This is an optimization exercise on Yosys and OpenROAD, whose aim is small area, a short achievable clock period and few clock cycles, not a production implementation. The RTL was checked by simulation tests, not by an equivalence proof against the original design. Power is estimated from default activity; no workload was simulated.

[run.sh]
#!/bin/bash
# synth_recipe.tcl (not shown) runs the flow's synth.tcl, then flattens the netlist and writes it again
# the make line also repeats each setting of config.mk as NAME=value (left out here)
make -C /OpenROAD-flow-scripts/flow DESIGN_CONFIG=/design/flow/config.mk WORK_HOME=/design/flow/orfs CLKGATE_MAP_FILE= SYNTH_SCRIPT=/design/flow/synth_recipe.tcl finish
[design.v]
package cavlc_coeff_pkg;
	typedef union packed {
		logic signed [16-1:0][16-1:0] coef;
		logic [8-1:0][256/8-1:0] pair;
	} cavlc_block_u;
endpackage
package cavlc_code_pkg;
	function automatic logic [15:0] level_code_of(
		input logic signed [16-1:0] level,
		input logic adj);
		logic [15:0] code;
		if (level > 0)
			code = 16'(2 * level - 2);
		else
			code = 16'(-2 * level - 1);
		if (adj)
			code = code - 16'd2;
		level_code_of = code;
	endfunction
	function automatic logic [5+12+5-1:0] level_prefix_suffix(
		input  logic [15:0] code,
		input  logic [2:0] sfx_len);
		logic [4:0] prefix;
		logic [12-1:0] suffix;
		logic [5-1:0] len;
		logic [15:0] hi;
		hi = code >> sfx_len;
		if (sfx_len == 3'd0) begin
			if (code < 16'd14) begin
				prefix = code[4:0];
				suffix = '0;
				len = 5'(code + 16'd1);
			end else if (code < 16'd30) begin
				prefix = 5'd14;              
				suffix = 12'(code - 16'd14);
				len = 5'd19;
			end else begin
				prefix = 5'(15);
				suffix = 12'(code - 16'd30);
				len = 5'(15 + 1 + 12);
			end
		end else if (hi < 16'(15)) begin
			prefix = hi[4:0];
			suffix = 12'(code & ((16'd1 << sfx_len) - 16'd1));
			len = 5'(hi + 16'd1 + 16'(sfx_len));
		end else begin
			prefix = 5'(15);
			suffix = 12'(code - (16'(15) << sfx_len));
			len = 5'(15 + 1 + 12);
		end
		level_prefix_suffix = {prefix, suffix, len};
	endfunction
	function automatic logic [2:0] next_suffix_len(
		input logic [2:0] sfx_len,
		input logic [15:0] mag);
		logic [2:0] sl;
		sl = (sfx_len == 3'd0) ? 3'd1 : sfx_len;
		if (mag > (16'd3 << (sl - 3'd1)) && sl < 3'(6))
			sl = sl + 3'd1;
		next_suffix_len = sl;
	endfunction
endpackage
module cavlc_block_scan (
	input  logic         clk,
	input  logic         rst_n,
	input  logic         start_i,
	input  cavlc_coeff_pkg::cavlc_block_u block_i,
	input  logic         take_i,
	output logic         busy_o,
	output logic         valid_o,
	output logic [4:0]   total_coeff_o,
	output logic [1:0]   trailing_ones_o,
	output logic [2:0]   t1_signs_o,
	output logic [3:0]   total_zeros_o,
	output cavlc_coeff_pkg::cavlc_block_u levels_o
);
	logic         run_q;
	logic         valid_q;
	logic [2:0]   beat_q;
	logic         accept;
	logic         last_beat;
	logic [256-1:0] blk_q;           
	logic [4:0]   tc_q, tc_d;
	logic [1:0]   t1_q, t1_d;
	logic         t1_done_q, t1_done_d;   
	logic [2:0]   signs_q, signs_d;
	logic [3:0]   tz_q, tz_d;
	logic         seen_q, seen_d;         
	logic [256-1:0] list_q, list_d;  
	logic [256/8-1:0] pair_w;
	logic signed [16-1:0]     coef;
	assign accept    = start_i & ~busy_o;
	assign last_beat = run_q && (beat_q == 3'(8 - 1));
	always_comb begin
		tc_d      = tc_q;
		t1_d      = t1_q;
		t1_done_d = t1_done_q;
		signs_d   = signs_q;
		tz_d      = tz_q;
		seen_d    = seen_q;
		list_d    = list_q;
		pair_w    = blk_q[(3'(8 - 1) - beat_q) * (256/8) +: 256/8];
		for (int k = 1; k >= 0; k--) begin
			coef = $signed(pair_w[k*16 +: 16]);
			if (coef != '0) begin
				list_d[tc_d[3:0] * 16 +: 16] = coef;    
				tc_d   = tc_d + 5'd1;
				seen_d = 1'b1;
				if (!t1_done_d && (coef == 16'sd1 || coef == -16'sd1) &&
						t1_d < 2'(3)) begin
					t1_d    = t1_d + 2'd1;
					signs_d = {signs_d[1:0], coef[16-1]};
				end else begin
					t1_done_d = 1'b1;
				end
			end else if (seen_d) begin
				tz_d = tz_d + 4'd1;
			end
		end
	end
	always_ff @(posedge clk or negedge rst_n) begin
		if (!rst_n) begin
			run_q     <= 1'b0;
			valid_q   <= 1'b0;
			beat_q    <= '0;
			tc_q      <= '0;
			t1_q      <= '0;
			t1_done_q <= 1'b0;
			signs_q   <= '0;
			tz_q      <= '0;
			seen_q    <= 1'b0;
		end else if (accept) begin
			run_q     <= 1'b1;
			beat_q    <= '0;
			tc_q      <= '0;
			t1_q      <= '0;
			t1_done_q <= 1'b0;
			signs_q   <= '0;
			tz_q      <= '0;
			seen_q    <= 1'b0;
		end else if (run_q) begin
			beat_q    <= beat_q + 3'd1;
			tc_q      <= tc_d;
			t1_q      <= t1_d;
			t1_done_q <= t1_done_d;
			signs_q   <= signs_d;
			tz_q      <= tz_d;
			seen_q    <= seen_d;
			if (last_beat) begin
				run_q   <= 1'b0;
				valid_q <= 1'b1;    
			end
		end else if (take_i) begin
			valid_q <= 1'b0;
		end
	end
	always_ff @(posedge clk) begin
		if (accept)
			blk_q <= block_i;
		if (run_q)
			list_q <= list_d;
	end
	assign busy_o          = run_q | valid_q;
	assign valid_o         = valid_q;
	assign total_coeff_o   = tc_q;
	assign trailing_ones_o = t1_q;
	assign t1_signs_o      = signs_q;
	assign total_zeros_o   = tz_q;
	assign levels_o        = list_q;
endmodule
module cavlc_level_coder (
	input  logic                     clk,
	input  logic                     rst_n,
	input  logic                     valid_i,
	output logic                     take_o,
	input  logic [4:0]               total_coeff_i,
	input  logic [1:0]               trailing_ones_i,
	input  logic [2:0]               t1_signs_i,
	input  cavlc_coeff_pkg::cavlc_block_u             levels_i,
	input  logic                     packer_full_i,
	output logic [28-1:0] code_bits_o,
	output logic [5-1:0]  code_len_o,
	output logic                     code_we_o,
	output logic                     code_last_o
);
	logic         active_q;
	logic         sign_q;      
	logic         first_q;     
	logic [3:0]   idx_q;
	logic [2:0]   sfx_q;
	logic [4:0]   tc_q;
	logic [1:0]   t1_q;
	logic [2:0]   signs_q;
	logic [256-1:0] lv_q;
	logic signed [16-1:0] lvl;
	logic [15:0]                      mag;
	logic [15:0]                      lcode;
	logic [4:0]                       pfx;
	logic [12-1:0]   sfx;
	logic [5-1:0]          lvl_len;
	logic [5-1:0]          sw;
	logic [28-1:0]         lvl_bits;
	assign take_o = valid_i & ~active_q;
	always_comb begin
		lvl   = $signed(lv_q[idx_q * 16 +: 16]);
		mag   = lvl[16-1] ? 16'(-lvl) : 16'(lvl);
		lcode = cavlc_code_pkg::level_code_of(lvl, first_q && (t1_q < 2'(3)));
		{pfx, sfx, lvl_len} = cavlc_code_pkg::level_prefix_suffix(lcode, sfx_q);
		sw       = lvl_len - pfx - 5'd1;       
		lvl_bits = (28'(1) << sw) | 28'(sfx);
	end
	always_comb begin
		if (tc_q == 5'd0) begin
			code_bits_o = '0;                  
			code_len_o  = '0;
			code_last_o = 1'b1;
		end else if (sign_q) begin
			code_bits_o = 28'(signs_q);
			code_len_o  = 5'(t1_q);
			code_last_o = (tc_q == 5'(t1_q));
		end else begin
			code_bits_o = lvl_bits;
			code_len_o  = lvl_len;
			code_last_o = (5'(idx_q) == tc_q - 5'd1);
		end
	end
	assign code_we_o = active_q & ~packer_full_i;
	always_ff @(posedge clk or negedge rst_n) begin
		if (!rst_n) begin
			active_q <= 1'b0;
			sign_q   <= 1'b0;
			first_q  <= 1'b0;
			idx_q    <= '0;
			sfx_q    <= '0;
			tc_q     <= '0;
			t1_q     <= '0;
			signs_q  <= '0;
		end else if (take_o) begin
			active_q <= 1'b1;
			sign_q   <= (trailing_ones_i != 2'd0);
			first_q  <= 1'b1;
			idx_q    <= 4'(trailing_ones_i);    
			tc_q     <= total_coeff_i;
			t1_q     <= trailing_ones_i;
			signs_q  <= t1_signs_i;
			if (total_coeff_i > 5'd10 && trailing_ones_i < 2'(3))
				sfx_q <= 3'd1;
			else
				sfx_q <= 3'd0;
		end else if (code_we_o) begin
			if (code_last_o)
				active_q <= 1'b0;
			if (sign_q) begin
				sign_q <= 1'b0;
			end else if (tc_q != 5'd0) begin
				idx_q   <= idx_q + 4'd1;
				first_q <= 1'b0;
				sfx_q   <= cavlc_code_pkg::next_suffix_len(sfx_q, mag);
			end
		end
	end
	always_ff @(posedge clk) begin
		if (take_o)
			lv_q <= levels_i;
	end
endmodule
module cavlc_bit_packer (
	input  logic                       clk,
	input  logic                       rst_n,
	input  logic [28-1:0]   code_bits_i,
	input  logic [5-1:0]    code_len_i,
	input  logic                       code_we_i,
	input  logic                       code_last_i,
	input  logic                       flush_i,
	output logic                       full_o,
	output logic [7:0]                 byte_o,
	output logic                       byte_we_o,
	output logic                       block_done_o,
	output logic [9-1:0] block_bits_o
);
	localparam int ACC_W = 40;
	logic [ACC_W-1:0]           acc_q, acc_d;    
	logic [5:0]                 cnt_q, cnt_d;
	logic                       drain;
	logic [3:0]                 pad_len;
	logic [7:0]                 pad_bits;
	logic [5-1:0]    app_len;
	logic [ACC_W-1:0]           app_bits;
	logic [ACC_W-1:0]           byte_sh;
	logic [9-1:0] bits_q;
	logic [9-1:0] bits_sum;
	logic [9-1:0] block_bits_q;
	logic [7:0]                 byte_q;
	logic                       byte_we_q;
	logic                       done_q;
	assign drain    = cnt_q >= 6'd8;
	assign pad_len  = 4'd8 - {1'b0, cnt_q[2:0]};      
	assign pad_bits = 8'd1 << (pad_len - 4'd1);
	assign bits_sum = bits_q + 9'(code_len_i);
	always_comb begin
		if (code_we_i) begin
			app_len  = code_len_i;
			app_bits = ACC_W'(code_bits_i);
		end else if (flush_i) begin
			app_len  = 5'(pad_len);
			app_bits = ACC_W'(pad_bits);
		end else begin
			app_len  = '0;
			app_bits = '0;
		end
	end
	assign acc_d   = (acc_q << app_len) | app_bits;
	assign cnt_d   = cnt_q - (drain ? 6'd8 : 6'd0) + 6'(app_len);
	assign byte_sh = acc_q >> (cnt_q - 6'd8);    
	always_ff @(posedge clk or negedge rst_n) begin
		if (!rst_n) begin
			cnt_q     <= '0;
			byte_we_q <= 1'b0;
			done_q    <= 1'b0;
			bits_q    <= '0;
		end else begin
			cnt_q     <= cnt_d;
			byte_we_q <= drain;
			done_q    <= code_we_i & code_last_i;    
			if (code_we_i)
				bits_q <= code_last_i ? '0 : bits_sum;
		end
	end
	always_ff @(posedge clk) begin
		acc_q <= acc_d;
		if (drain)
			byte_q <= byte_sh[7:0];
		if (code_we_i && code_last_i)
			block_bits_q <= bits_sum;
	end
	assign full_o       = cnt_q >= 6'd16;
	assign byte_o       = byte_q;
	assign byte_we_o    = byte_we_q;
	assign block_done_o = done_q;
	assign block_bits_o = block_bits_q;
endmodule
module cavlc_residual_top (
	input  logic                       clk,
	input  logic                       rst_n,
	input  logic                       start_i,
	input  logic [256-1:0]    block_i,      
	input  logic                       flush_i,
	output logic                       busy_o,
	output logic [7:0]                 byte_o,
	output logic                       byte_we_o,
	output logic                       block_done_o,
	output logic [9-1:0] block_bits_o
);
	logic                     scan_valid;
	logic                     coder_take;
	logic [4:0]               total_coeff;
	logic [1:0]               trailing_ones;
	logic [2:0]               t1_signs;
	cavlc_coeff_pkg::cavlc_block_u             level_list;
	logic [28-1:0] code_bits;
	logic [5-1:0]  code_len;
	logic                     code_we;
	logic                     code_last;
	logic                     packer_full;
	cavlc_block_scan cavlc_block_scan_inst (
		.clk             (clk),
		.rst_n           (rst_n),
		.start_i         (start_i),
		.block_i         (block_i),
		.take_i          (coder_take),
		.busy_o          (busy_o),
		.valid_o         (scan_valid),
		.total_coeff_o   (total_coeff),
		.trailing_ones_o (trailing_ones),
		.t1_signs_o      (t1_signs),
		.total_zeros_o   (),               
		.levels_o        (level_list)
	);
	cavlc_level_coder cavlc_level_coder_inst (
		.clk             (clk),
		.rst_n           (rst_n),
		.valid_i         (scan_valid),
		.take_o          (coder_take),
		.total_coeff_i   (total_coeff),
		.trailing_ones_i (trailing_ones),
		.t1_signs_i      (t1_signs),
		.levels_i        (level_list),
		.packer_full_i   (packer_full),
		.code_bits_o     (code_bits),
		.code_len_o      (code_len),
		.code_we_o       (code_we),
		.code_last_o     (code_last)
	);
	cavlc_bit_packer cavlc_bit_packer_inst (
		.clk          (clk),
		.rst_n        (rst_n),
		.code_bits_i  (code_bits),
		.code_len_i   (code_len),
		.code_we_i    (code_we),
		.code_last_i  (code_last),
		.flush_i      (flush_i),
		.full_o       (packer_full),
		.byte_o       (byte_o),
		.byte_we_o    (byte_we_o),
		.block_done_o (block_done_o),
		.block_bits_o (block_bits_o)
	);
endmodule
[constraint.sdc]
create_clock -name core_clock -period 11.0 [get_ports {clk}]
set_input_delay 2.2000 -clock core_clock [delete_from_list [all_inputs] [get_ports {clk}]]
set_output_delay 2.2000 -clock core_clock [all_outputs]
set_load 0.01 [all_outputs]
[config.mk]
export PLATFORM = sky130hd
export DESIGN_NAME = cavlc_residual_top
export DESIGN_NICKNAME = cavlc_residual_top
export VERILOG_FILES = /design/flow/design.v
export SDC_FILE = /design/flow/constraint.sdc
export NUM_CORES = 4
export LEC_CHECK = 0
export CAP_MARGIN = 20
export CORE_MARGIN = 2
export CORE_UTILIZATION = 40
export SLEW_MARGIN = 20
==> summary.txt <==
-- worst max path at each step --
| stage | start | endpoint | slack (ns) |
|---|---|---|---|
| floorplan | cavlc_block_scan_inst.run_q$_DFF_PN0_ | cavlc_block_scan_inst.tc_q[4]$_DFFE_PN0P_ | 0.30 |
| global placement | cavlc_level_coder_inst.idx_q[0]$_DFFE_PN0P_ | cavlc_bit_packer_inst.acc_q[20]$_DFF_P_ | 1.38 |
| detailed placement | cavlc_level_coder_inst.idx_q[1]$_DFFE_PN0P_ | cavlc_bit_packer_inst.acc_q[20]$_DFF_P_ | 1.12 |
| CTS | cavlc_level_coder_inst.idx_q[1]$_DFFE_PN0P_ | cavlc_bit_packer_inst.acc_q[20]$_DFF_P_ | 1.07 |
| global route | cavlc_level_coder_inst.idx_q[1]$_DFFE_PN0P_ | cavlc_bit_packer_inst.acc_q[20]$_DFF_P_ | 0.13 |
| finish | cavlc_level_coder_inst.idx_q[1]$_DFFE_PN0P_ | cavlc_bit_packer_inst.acc_q[20]$_DFF_P_ | 0.82 |
-- critical path: cells and delay by family, from the launching register on --
| kind | cells | cell delay [ns] |
|---|---|---|
| mux | 1 | 0.40 |
| xor+xnor | 2 | 0.87 |
| fa+ha+maj | 4 | 1.27 |
| compound gates | 8 | 2.22 |
| buf+inv | 2 | 0.14 |
| flops | 1 | 0.74 |
| simple gates | 13 | 4.42 |
-- report_power, final --
part	internal, mW	total, mW	switching [mW]
sequential	5.19	5.89	0.699
clock	1.74	3.14	1.39
combinational	3.69	9.95	6.26
total	10.6	19.0	8.35
-- layout make-up --
cell class / count / area share, %
Antenna cell: 4 / 0.01896
Clock buffer: 129 / 4.925
Clock inverter: 51 / 0.7868
Inverter: 110 / 0.7963
Multi-Input combinational cell: 2386 / 34.40
Sequential cell: 878 / 48.76
Tap cell: 1500 / 3.555
Timing Repair Buffer: 380 / 6.764
-- flip-flops by register name (all words and copies together) (netlist names), 2 cells and up --
register / count
cavlc_level_coder_inst.tc_q: 5
cavlc_block_scan_inst.signs_q: 3
cavlc_block_scan_inst.blk_q: 256
cavlc_block_scan_inst.t1_q: 2
cavlc_bit_packer_inst.byte_q: 8
cavlc_level_coder_inst.idx_q: 4
cavlc_bit_packer_inst.cnt_q: 6
cavlc_block_scan_inst.tc_q: 5
cavlc_bit_packer_inst.block_bits_q: 9
cavlc_level_coder_inst.signs_q: 3
cavlc_block_scan_inst.beat_q: 3
cavlc_level_coder_inst.lv_q: 256
cavlc_bit_packer_inst.acc_q: 40
cavlc_block_scan_inst.list_q: 256
cavlc_bit_packer_inst.bits_q: 9
cavlc_level_coder_inst.sfx_q: 3
cavlc_level_coder_inst.t1_q: 2
-- kinds of logic after synthesis --
family                     Yosys count  synth area share (%)
DFF                                878                 56.89
buffers and inverters              367                 3.346
muxes                              424                 13.17
and+or+nand+nor                    878                 9.089
adders and majority gates           78                 2.242
xor gates and xnor gates            93                 1.852
AOI/OAI and AO/OA                  913                 13.40
-- per-layer routing --
metal	vias to the layer above	wire [um]	part of all wire [%]	track usage, %
li1	14492	-	-	-
met1	15992	58140	42	32.23
met2	1402	67010	48	38.73
met3	215	9843	7.1	3.675
met4	0	4024	2.9	7.030
met5	-	0	0	0
-- cells in the final DEF, fill, tap and decap left out, drive strengths merged, types with 12 or more instances in the layout --
| cell | instances |
|---|---|
| nor2b | 23 |
| nand4 | 32 |
| a31oi | 12 |
| o21ai | 295 |
| edfxtp | 787 |
| clkdlybuf4s50 | 278 |
| clkinv | 40 |
| mux4 | 132 |
| o22ai | 34 |
| xnor2 | 69 |
| inv | 114 |
| a22oi | 51 |
| and3 | 20 |
| nor3 | 38 |
| ha | 73 |
| buf | 102 |
| or2 | 14 |
| a211oi | 25 |
| o211ai | 226 |
| dfxtp | 38 |
| nor2 | 165 |
| a21oi | 105 |
| nor4 | 28 |
| clkbuf | 129 |
| mux2i | 247 |
| nand3 | 55 |
| dfrtp | 53 |
| xor2 | 24 |
| mux2 | 45 |
| and2 | 29 |
| nand2 | 418 |
| a22o | 13 |
| nand2b | 19 |
==> results.py <==
metrics = {
    "pwr": {
        "vdd_drop_max_mv": 0.1783,
        "power_mw": 18.98,
        "p_leak_nw": 18.02,
        "power.density_nw_per_um2": 359.4,
    },
    "floorplanning": {
        "core_area_um2": 112300,
        "io_pins": 280,
        "die_h_um": 340.2,
        "die_area_um2": 115700,
        "die_w_um": 340.2,
        "start_util_pct": 40.24,
        "rows": 123,
    },
    "sta": {
        "whs_ns": 0.4416,
        "min_period_over_period_pct": 92.56,
        "rsz0062_at_grt": "false",
        "tns_ns": 0,
        "slew_viol_final": 0,
        "period_minus_slack_ns": 10.18,
        "fin_worst_skew_ns": 0.04737,
        "worstMarginPinSlew_ns": 1.108,
        "timing.final.ws_setup_ns": 0.8189,
        "finalHoldViolations": 0,
        "fmax_mhz": 98.22,
        "relSlewSlack_pct": 26.16,
        "setup_viol": 0,
    },
    "placement": {
        "placed_cell_area_um2": 49770,
        "gp_congestion": 0.9564,
        "placed_cells": 5254,
        "place.port_buffers": 279,
        "pre_cts_ws_ns": 1.124,
        "dp_hpwl_um": 92640,
    },
    "synth": {
        "ys_top_cells_by_area": "edfxtp_1 (52%), mux4_2 (6.6%), mux2i_1 (5.5%), o211ai_1 (3.8%), nand2_1 (3.5%)",
        "ys.flop_type": "edfxtp_1",
        "syn_inst": 3631,
        "synth_commonest_cells": "edfxtp_1 (787), nand2_1 (418), o21ai_0 (289)",
        "netlist.area_leader.share_pct": 52.28,
        "syn_area_um2": 45210,
        "yosysWarnings": 3,
        "syn_nets": 3969,
        "synth.distinct_cells": 102,
        "yosysMostFrequentCell": "edfxtp_1",
        "synth_top_cell_by_area": "edfxtp_1",
        "async_reset_ff_share_pct": 6.036,
        "syn_area_per_cell_um2": 12.45,
        "ys_seq_area_share_pct": 56.89,
        "ys_seq_elements": 878,
        "synth_edf_count": 787,
    },
    "worst_setup_path": {
        "critPathMostFrequentCell": "ha_1",
        "crit_path_start_kind": "register",
        "reg2reg_slack_ns": 0.82,
        "max_stage_delay_ns": 0.74,
        "crit_slowest_cell": "dfrtp_2",
        "r2r_start": "cavlc_level_coder_inst.idx_q[1]$_DFFE_PN0P_",
        "ff2ff_path_depth": 30,
        "required_ns": 11.57,
        "critPathArrivalTime_ns": 10.76,
        "r2r-end": "cavlc_bit_packer_inst.acc_q[20]$_DFF_P_",
        "critPathKind": "reg2reg",
        "crit_fanout": 21,
        "end_kind": "register",
    },
    "drt": {
        "ant_nets": 0,
        "wl_um": 139000,
        "drtPass1Iterations": 6,
        "num_vias": 32101,
        "drc": 0,
        "viasPerCell": 5.903,
        "drtIter0Drc": 3875,
        "routedWlPerCell_um": 25.56,
    },
    "worst_hold_path": {
        "whs_path_depth": 0,
        "min-delay-start": "cavlc_block_scan_inst.list_q[52]$_DFFE_PP_",
        "whs_endpoint": "cavlc_level_coder_inst.lv_q[52]$_DFFE_PP_",
        "min_path_type": "reg2reg",
    },
    "clock_tree": {
        "ctsRootBufferMaster": "clkbuf_16",
        "holdBufCountCts": 0,
        "htree_levels": 3,
        "cts_made_buffers": 97,
        "cts_sinks": 878,
        "clk_latency_ns": 0.69,
        "cts_tree": "yes",
        "cts_setup_buffers": 0,
        "clock_path_buffers": 3,
        "post_cts_resized": 0,
        "clk_pin_slew_ns": 0.06,
    },
    "global_route": {
        "grt_pass1_wl_um": 206400,
        "antenna_found_initial": 5,
        "gr-total-overflow": 0,
        "grt_usage_pct": 23.54,
        "first_global_vias": 31096,
        "grt_max_degree": 150,
    },
    "finish": {
        "utilization_pct": 47.00,
        "fill_cells": 9981,
        "seqCellArea_um2": 25740,
        "layout.cells.non_filler": 5438,
        "final_layout_size_suffix_gt1_share_pct": 12.99,
        "multi_input_area_um2": 18160,
        "final_area_um2": 52800,
        "nNetsFinal": 4191,
        "syn_to_final_growth_pct": 16.79,
    },
    "run": {
        "max_cap_viol_count": 0,
    },
    "run_status": {
        "status": "complete, no violations",
    },
}
Testbench counts, summed over its fixed seeds: cycles 19,827.

## what the ideal ports hide
The flow's constraints put no driver on any port. The routed layout listed below was extracted and timed again, unchanged, in two steps. Step 1 sets driving cells, clkbuf_16 on the clock port and buf_2 on the other inputs (assumed; they add their load-dependent delay and slew). Step 2, shift: input delay + t, output delay - t, t = (earliest + latest rising clock arrival at the registers) / 2. This alone moves slack from input paths to output paths. a / b / c = no drivers / after step 1 / after step 2; a / b = the first two.
shift t [ns]: 0.737
setup slack, ns: 0.819 / 0.819 / 0.819
hold slack, ns: 0.442 / 0.442 / 0.442
clock arrival spread, ns: 0.047 / 0.048
worst register clock-pin slew, ns: 0.06 / 0.06
After both steps setup and hold are still met in this run. The setup slack of this run moves by 0.000 ns with the drivers and by 0.000 ns with both steps.
